Context: an optimization exercise on an open-source flow, tuned for small area, a short achievable clock period and few clock cycles. The choices shown serve that exercise and are no tape-out recipe. In this exercise RTL edits were held to simulation tests only and were not proved equivalent to the original. Power figures rest on the tool's default switching activity, not on a simulated workload.

## flow/design.v (module list and top-level ports; edited modules follow where they fit)
// module alu_mc: 507 lines
// module alu_fa: 10 lines
// module alu_ha: 9 lines
// module alu_mux64: 8 lines
// module alu_zero64: 12 lines
// module alu_sel8: 15 lines
// module alu_pfx64: 17 lines
// module alu_pfx64_l0: 135 lines
// module alu_pfx64_l1: 135 lines
// module alu_pfx64_l2: 135 lines
// module alu_pfx64_l3: 135 lines
// module alu_pfx64_l4: 135 lines
// module alu_pfx64_l5: 135 lines
module alu_mc #(
  parameter int WIDTH = 64
) (
  input  logic             clk,
  input  logic             rst_n,
  input  logic             in_valid,
  output logic             in_ready,
  input  logic [WIDTH-1:0] A,
  input  logic [WIDTH-1:0] B,
  input  logic [4:0]       FS,
  input  logic             C0,
  output logic             out_valid,
  input  logic             out_ready,
  output logic [WIDTH-1:0] F,
  output logic [3:0]       status,
  output logic             busy
);
  // ...
==> flow/flow/run.sh <==
#!/bin/bash
# Standard ORFS layout, except that the port buffers are plain buf_2 cells
# rather than the delay buffers buffer_ports picks by default.
set -euo pipefail
bash standard.sh "BUFFER_PORTS_ARGS=-buffer_cell sky130_fd_sc_hd__buf_2" finish > standard_flow.log 2>&1
==> flow/standard.sh <==
#!/bin/bash
# synth_recipe.tcl (not shown) runs the flow's synth.tcl, then flattens the netlist and writes it again
# the make line also repeats each setting of config.mk as NAME=value (left out here)
make -C /OpenROAD-flow-scripts/flow DESIGN_CONFIG=/design/flow/config.mk WORK_HOME=/design/flow/orfs CLKGATE_MAP_FILE= SYNTH_SCRIPT=/design/flow/synth_recipe.tcl "${@:-finish}"
==> flow/config.mk <==
export PLATFORM = sky130hd
export DESIGN_NAME = alu_mc
export DESIGN_NICKNAME = alu_mc
export VERILOG_FILES = /design/flow/design.v
export SDC_FILE = /design/flow/constraint.sdc
export NUM_CORES = 4
export LEC_CHECK = 0
export CAP_MARGIN = 20
export CORE_MARGIN = 2
export CORE_UTILIZATION = 55
export SETUP_SLACK_MARGIN = 3.0
export SLEW_MARGIN = 20
export SYNTH_HIERARCHICAL = 1
export TNS_END_PERCENT = 0
==> flow/constraint.sdc <==
create_clock -name core_clock -period 6.5 [get_ports {clk}]
set_input_delay 1.3000 -clock core_clock [delete_from_list [all_inputs] [get_ports {clk}]]
set_output_delay 1.3000 -clock core_clock [all_outputs]
set_load 0.01 [all_outputs]
==> results by group, run 1 <==
Cells and area
  – Most frequent cells in the layout: 497 x a22oi_1, 275 x inv_1, 262 x dfxtp_1
  – Area of the multi-input gates: 0.0269 mm^2
  – Clock buffer count: 46
  – Seq Cell Count: 279
  – Ratio of cells with drive above 1 in the final layout: 0.241
  – Seq area share: 0.148
  – Non-filler instance count after layout: 4607

Timing
  – Fin Hold WS: 0.493 ns
  – Slew @ Worst Pin: 1.07 ns
  – Fin crit share: 0.573
  – Min Clock Period, post-route: 3.72 ns

Route
  – DR pass1 iterations: 8
  – Final wirelength: 156000 um

Status
  – Status: timing/DRC/antenna clean

Critical path
  – Worst Path Buf+Inv: 1
  – Worst setup path class: flop to primary output
  – Crit path arrival time: 2.42 ns
  – Setup crit start: r_reg[61]
  – Crit path max fanout: 4
  – Reg2reg path depth: 9

Clock tree
  – CTS Buf Count: 38
  – Worst-Skew Late Latency: 0.59 ns
  – Setup Fix Bufs, Post-CTS: 11

Hold path
  – Worst hold path class: flop to flop

Power
  – Power Clock: 2.23 mW
  – Max VDD drop: 0.173 mV
  – Largest power group: combinational logic
  – Cell Int Power: 5.29 mW

Global route
  – Met1 global-route usage: 0.546
  – Met3 usage: 0.132
  – Largest net degree at the start of global routing: 87
  – GRT overflow: 0
  – M2 GR Usage: 0.731

Yosys
  – Synth Net Count: 4239

Placed design
  – Post-DP HPWL: 114000 um
  – Placed inst area: 0.0350 mm^2

Floorplan
  – Tap cell count: 837
Testbench counts, summed over its fixed seeds: cycles 5,376.
==> run 2, diff against run 1 <==
--- a/flow/config.mk
+++ b/flow/config.mk
@@ -7,7 +7,7 @@
 export LEC_CHECK = 0
 export CAP_MARGIN = 20
 export CORE_MARGIN = 2
-export CORE_UTILIZATION = 55
+export CORE_UTILIZATION = 65
 export SETUP_SLACK_MARGIN = 3.0
 export SLEW_MARGIN = 20
 export SYNTH_HIERARCHICAL = 1
==> run 2 against run 1 <==
The run now fails in 5_1_grt. Synthesized cell count stayed put. Synthesized area is the same.
==> results by group, run 2 <==
Yosys
  – Synth Net Count: 4239 (unchanged)
  – YS warnings: 15 (unchanged)
  – Synth Cell Area: 0.0343 mm^2 (unchanged)
  – Post-Syn Instances: 3712 (unchanged)
  – Syn avg cell area: 9.24 um^2 (unchanged)

Status
  – Status: did not finish (was timing/DRC/antenna clean)
  – Log Error: [ERROR GRT-0232] Routing congestion too high. Check the congestion heatmap in the GUI.
  – Last stage: 5_1_grt

Floorplan
  – I/O pins: 209 (unchanged)
  – Die height: 234 um (was 254 um)
  – Row count: 84 (was 91)
  – Initial Util: 0.655 (was 0.556)
  – Chip Width: 234 um (was 254 um)

Timing
  – Worst EP kind: register input
  – GRT worst endpoint: r_reg[7]$_DFF_P_/D

Clock tree
  – CTS Buf Count: 35 (was 38)
  – Hold Buf Count CTS: 0 (unchanged)
  – CTS max path bufs: 3 (unchanged)
  – Number of H-tree levels: 2 (unchanged)
  – Root Buffer: clkbuf_16 (unchanged)

Global route
  – GRT overflow: 17
  – Largest net degree at the start of global routing: 86
  – Tot GR Track Use: 0.781

Placed design
  – Gpl congestion: 1.20 (was 1.08)
  – # port buffers: 208 (unchanged)
  – Post-DP HPWL: 114000 um (about the same)
==> run 2: worst max path at each step <==
stage                end  slack [ns]  cells after the start
3_3_place_gp   r_reg[57]        1.17                     10
4_1_cts         r_reg[9]        2.88                     11
2_1_floorplan   r_reg[9]        2.71                     12
3_5_place_dp   r_reg[11]        1.23                     11
==> run 2: what timing repair did <==
item                       in CTS
cloned                         11
buffers inserted               29
setup endpoints to repair      69
pin swaps                      15
gates resized for setup       232
==> run 2: power by group through the flow <==
| stage | Clock (mW) | Combinational [mW] | Sequential, mW |
|---|---|---|---|
| after CTS | 2.07 | 5.23 | 2.33 |
| after detailed placement | 0 | 4.82 | 2.35 |
| after global placement | 0 | 4.62 | 2.34 |
| after floorplan | 0 | 3.16 | 2.11 |
==> run 2: metrics by stage <==
| stage | cells | setup WS, ns | instance area (um^2) |
|---|---|---|---|
| after floorplan | 3712 | 2.71 | 34400 |
| after global placement | 4350 | 1.17 | 34700 |
| after detailed placement | 4352 | 1.23 | 34700 |
| after CTS | 4453 | 2.88 | 37500 |
==> run 2: per-layer routing <==
metal	GRT overflow	GRT usage
met5	1	0.432
met2	5	0.911
met4	4	0.747
met3	5	0.676
met1	2	0.781
==> run 3, diff against run 2 <==
--- a/flow/config.mk
+++ b/flow/config.mk
@@ -7,7 +7,7 @@
 export LEC_CHECK = 0
 export CAP_MARGIN = 20
 export CORE_MARGIN = 2
-export CORE_UTILIZATION = 65
+export CORE_UTILIZATION = 60
 export SETUP_SLACK_MARGIN = 3.0
 export SLEW_MARGIN = 20
 export SYNTH_HIERARCHICAL = 1
==> run 3 against run 2 <==
Now clean on timing, DRC and antenna. Synthesized cell count did not move. Synthesized area did not move.
==> results by group, run 3 <==
Status
  – Status: timing/DRC/antenna clean (was did not finish)

Placed design
  – Placed Cells: 4415 (was 4352)
  – Gpl congestion: 1.12 (was 1.20)
  – Worst slack, placed: 0.959 ns (was 1.23 ns)
  – Placed inst area: 0.0348 mm^2 (was 0.0347 mm^2)
  – # port buffers: 208 (unchanged)
  – Post-DP HPWL: 113000 um (was 114000 um)

Timing
  – Min Clock Period, post-route: 3.81 ns
  – Rel. slew slack: 0.246
  – Fmax achieved: 262 MHz
  – Setup ws final: 2.69 ns
  – Slew Viols, Final: 0
  – Fin Setup TNS: 0 ns
  – Slew @ Worst Pin: 1.13 ns
  – Hold Fails Final Rpt: 0
  – Setup Skew: 0.0377 ns
  – Unrepaired setup endpoints after global routing: true
  – Fin crit share: 0.587
  – Final setup fails: 0

Power
  – Power Total: 10.2 mW
  – Switch share: 0.465
  – Switch Pwr: 4.76 mW
  – Cell Pwr Density: 265 mW/mm^2
  – Pleak: 15.6 nW
  – Seq pwr share: 0.231
  – Clk pwr share: 0.222
  – Cell Int Power: 5.47 mW
  – Max VDD drop: 0.246 mV
  – Comb power frac: 0.546

Route
  – Vias per inst: 7.54
  – WL met3: 22400 um
  – Via count: 34200
  – DRC violations left: 0
  – Max layer used: met5
  – Met1 WL: 52400 um
  – Drt wl/cell: 35.7 um
  – Initial DRC Count: 5902
  – Met2 routed WL: 68000 um
  – Post-route antenna net violation count: 0
  – DR pass1 iterations: 10
  – Final wirelength: 162000 um

Clock tree
  – Worst-Skew Late Latency: 0.59 ns
  – CTS sink cnt: 279
  – CTS max path bufs: 3 (unchanged)
  – CTS clock-pin slew for the worst setup and hold paths: 0.07 ns
  – CTS Buf Count: 36 (was 35)
  – Hold Buf Count CTS: 0 (unchanged)
  – Root Buffer: clkbuf_16 (unchanged)
  – TritonCTS clock tree: built
  – Number of H-tree levels: 2 (unchanged)

Floorplan
  – Die height: 243 um (was 234 um)
  – Core ar.: 0.0565 mm^2
  – Row count: 87 (was 84)
  – I/O pins: 209 (unchanged)
  – Chip Width: 243 um (was 234 um)
  – Initial Util: 0.607 (was 0.655)
  – Die area: 0.0591 mm^2

Yosys
  – Synth Net Count: 4239 (unchanged)
  – Post-Syn Instances: 3712 (unchanged)
  – Synth Cell Area: 0.0343 mm^2 (unchanged)
  – Syn avg cell area: 9.24 um^2 (unchanged)
  – YS warnings: 15 (unchanged)

Global route
  – GRT overflow: 0
  – Via count of the first global-routing pass: 33400
  – Tot GR Track Use: 0.520
  – Largest net degree at the start of global routing: 85
  – Initial antenna violation count: 13
  – First-pass GRT wire length: 227000 um

Critical path
  – Crit path max fanout: 8
  – Crit path arrival time: 4.28 ns
  – Reg2reg path depth: 6
  – Crit path capture type: flop
  – Reg2reg start: bneg[0]
  – Worst setup path class: input port to flop
  – CP startpoint kind: input port
  – Setup crit start: B[0]
  – Critical Path RT: 6.97 ns

Hold path
  – Worst hold path class: flop to flop
  – Hold Path Depth: 1
  – Hold Crit Start: a_reg[63]

Cells and area
  – Commonest non-fill, non-tap cell in the layout: a22oi_1
  – Most frequent cells in the layout: 496 x a22oi_1, 274 x inv_1, 264 x dfxtp_1
  – Non-filler instance count after layout: 4535
  – Layout Nets: 4267
  – Area grow syn2layout: 12.4%
  – Design area: 0.0385 mm^2
  – Ratio of cells with drive above 1 in the final layout: 0.258
  – Fillers: 4150

Job
  – Max-Cap Viols: 0
[run 3: layer usage]
metal,GRT usage,up-vias
li1,-,13200
met1,0.591,16400
met2,0.777,3472
met3,0.186,1171
met4,0.451,12
met5,0,-
[run 3: final timing paths]
path | endpoint | slack (ns)
setup / recovery | r_reg[32] | 2.69
hold / removal | a_reg[63] | 0.49
setup reg to reg | cw_reg[25] | 2.96
hold reg to reg | a_reg[63] | 0.49
[run 3: worst max-delay path, stage by stage]
cell     delay [ns]
buf_16         0.15
buf_16         0.13
mux2_2         0.34
mux4_2         0.53
mux2i_4        0.23
mux2i_2        0.14
nor2_2         0.18
nor3_4         0.09
a22oi_2        0.20
nand4_1        0.49
mux2_4         0.48
[run 3: power by group through the flow]
stage / Sequential (mW) / Combinational [mW] / Clock (mW)
finish: 2.37 / 5.59 / 2.27
global route: 2.34 / 5.77 / 2.32
CTS: 2.33 / 5.08 / 2.26
detailed placement: 2.36 / 4.77 / 0
global placement: 2.35 / 4.65 / 0
floorplan: 2.11 / 3.16 / 0
[run 3: layout make-up]
type / count / area [um^2] / area share
Clock inverter: 12 / 218 / 0.00565
Tap cell: 756 / 946 / 0.0245
Inverter: 282 / 1080 / 0.0281
Timing Repair inverter: 1 / 8.76 / 0.000227
Multi-Input combinational cell: 2846 / 27200 / 0.706
Timing Repair Buffer: 294 / 2330 / 0.0604
Sequential cell: 279 / 5630 / 0.146
Antenna cell: 12 / 30.0 / 0.000779
Clock buffer: 53 / 1090 / 0.0284
[run 3: stage by stage]
stage	hold slack [ns]	utilization
final	0.486	0.682
after global routing	0.505	0.682
after CTS	0.477	0.661
after detailed placement	0.468	0.616
after global placement	0.444	0.616
after floorplan	0.437	-
[run 3: repair_timing]
item / in CTS / in global routing
cloned: 10 / 5
setup endpoints to repair: 76 / 118
resized for setup: 213 / 214
pin swaps: 8 / 21
setup buffers: 13 / 12

-- static timing again, ports no longer ideal --
The results above use ideal ports. As a check the final layouts listed here were re-extracted and re-timed, cells and wires unchanged. Step 1, drivers: a clkbuf_16 drives clk and a buf_2 each remaining input, both assumed. Step 2, shift: input delay + t, output delay - t, t = (earliest + latest rising clock arrival at the registers) / 2. This alone moves slack from input paths to output paths. a / b / c = ideal / step 1 / step 2; a / b = the first two.
run | t, ns | slack for setup (ns) | pins driven straight from the clock port
run 1 | 0.650 | 2.778 / 2.485 / 1.835 | 1
run 3 | 0.639 | 2.687 / 2.181 / 1.543 | 1
After both steps every run listed still meets setup and hold. The setup slack of run 3, which loses most, moves by -0.506 ns with the drivers and by -1.144 ns with both steps.
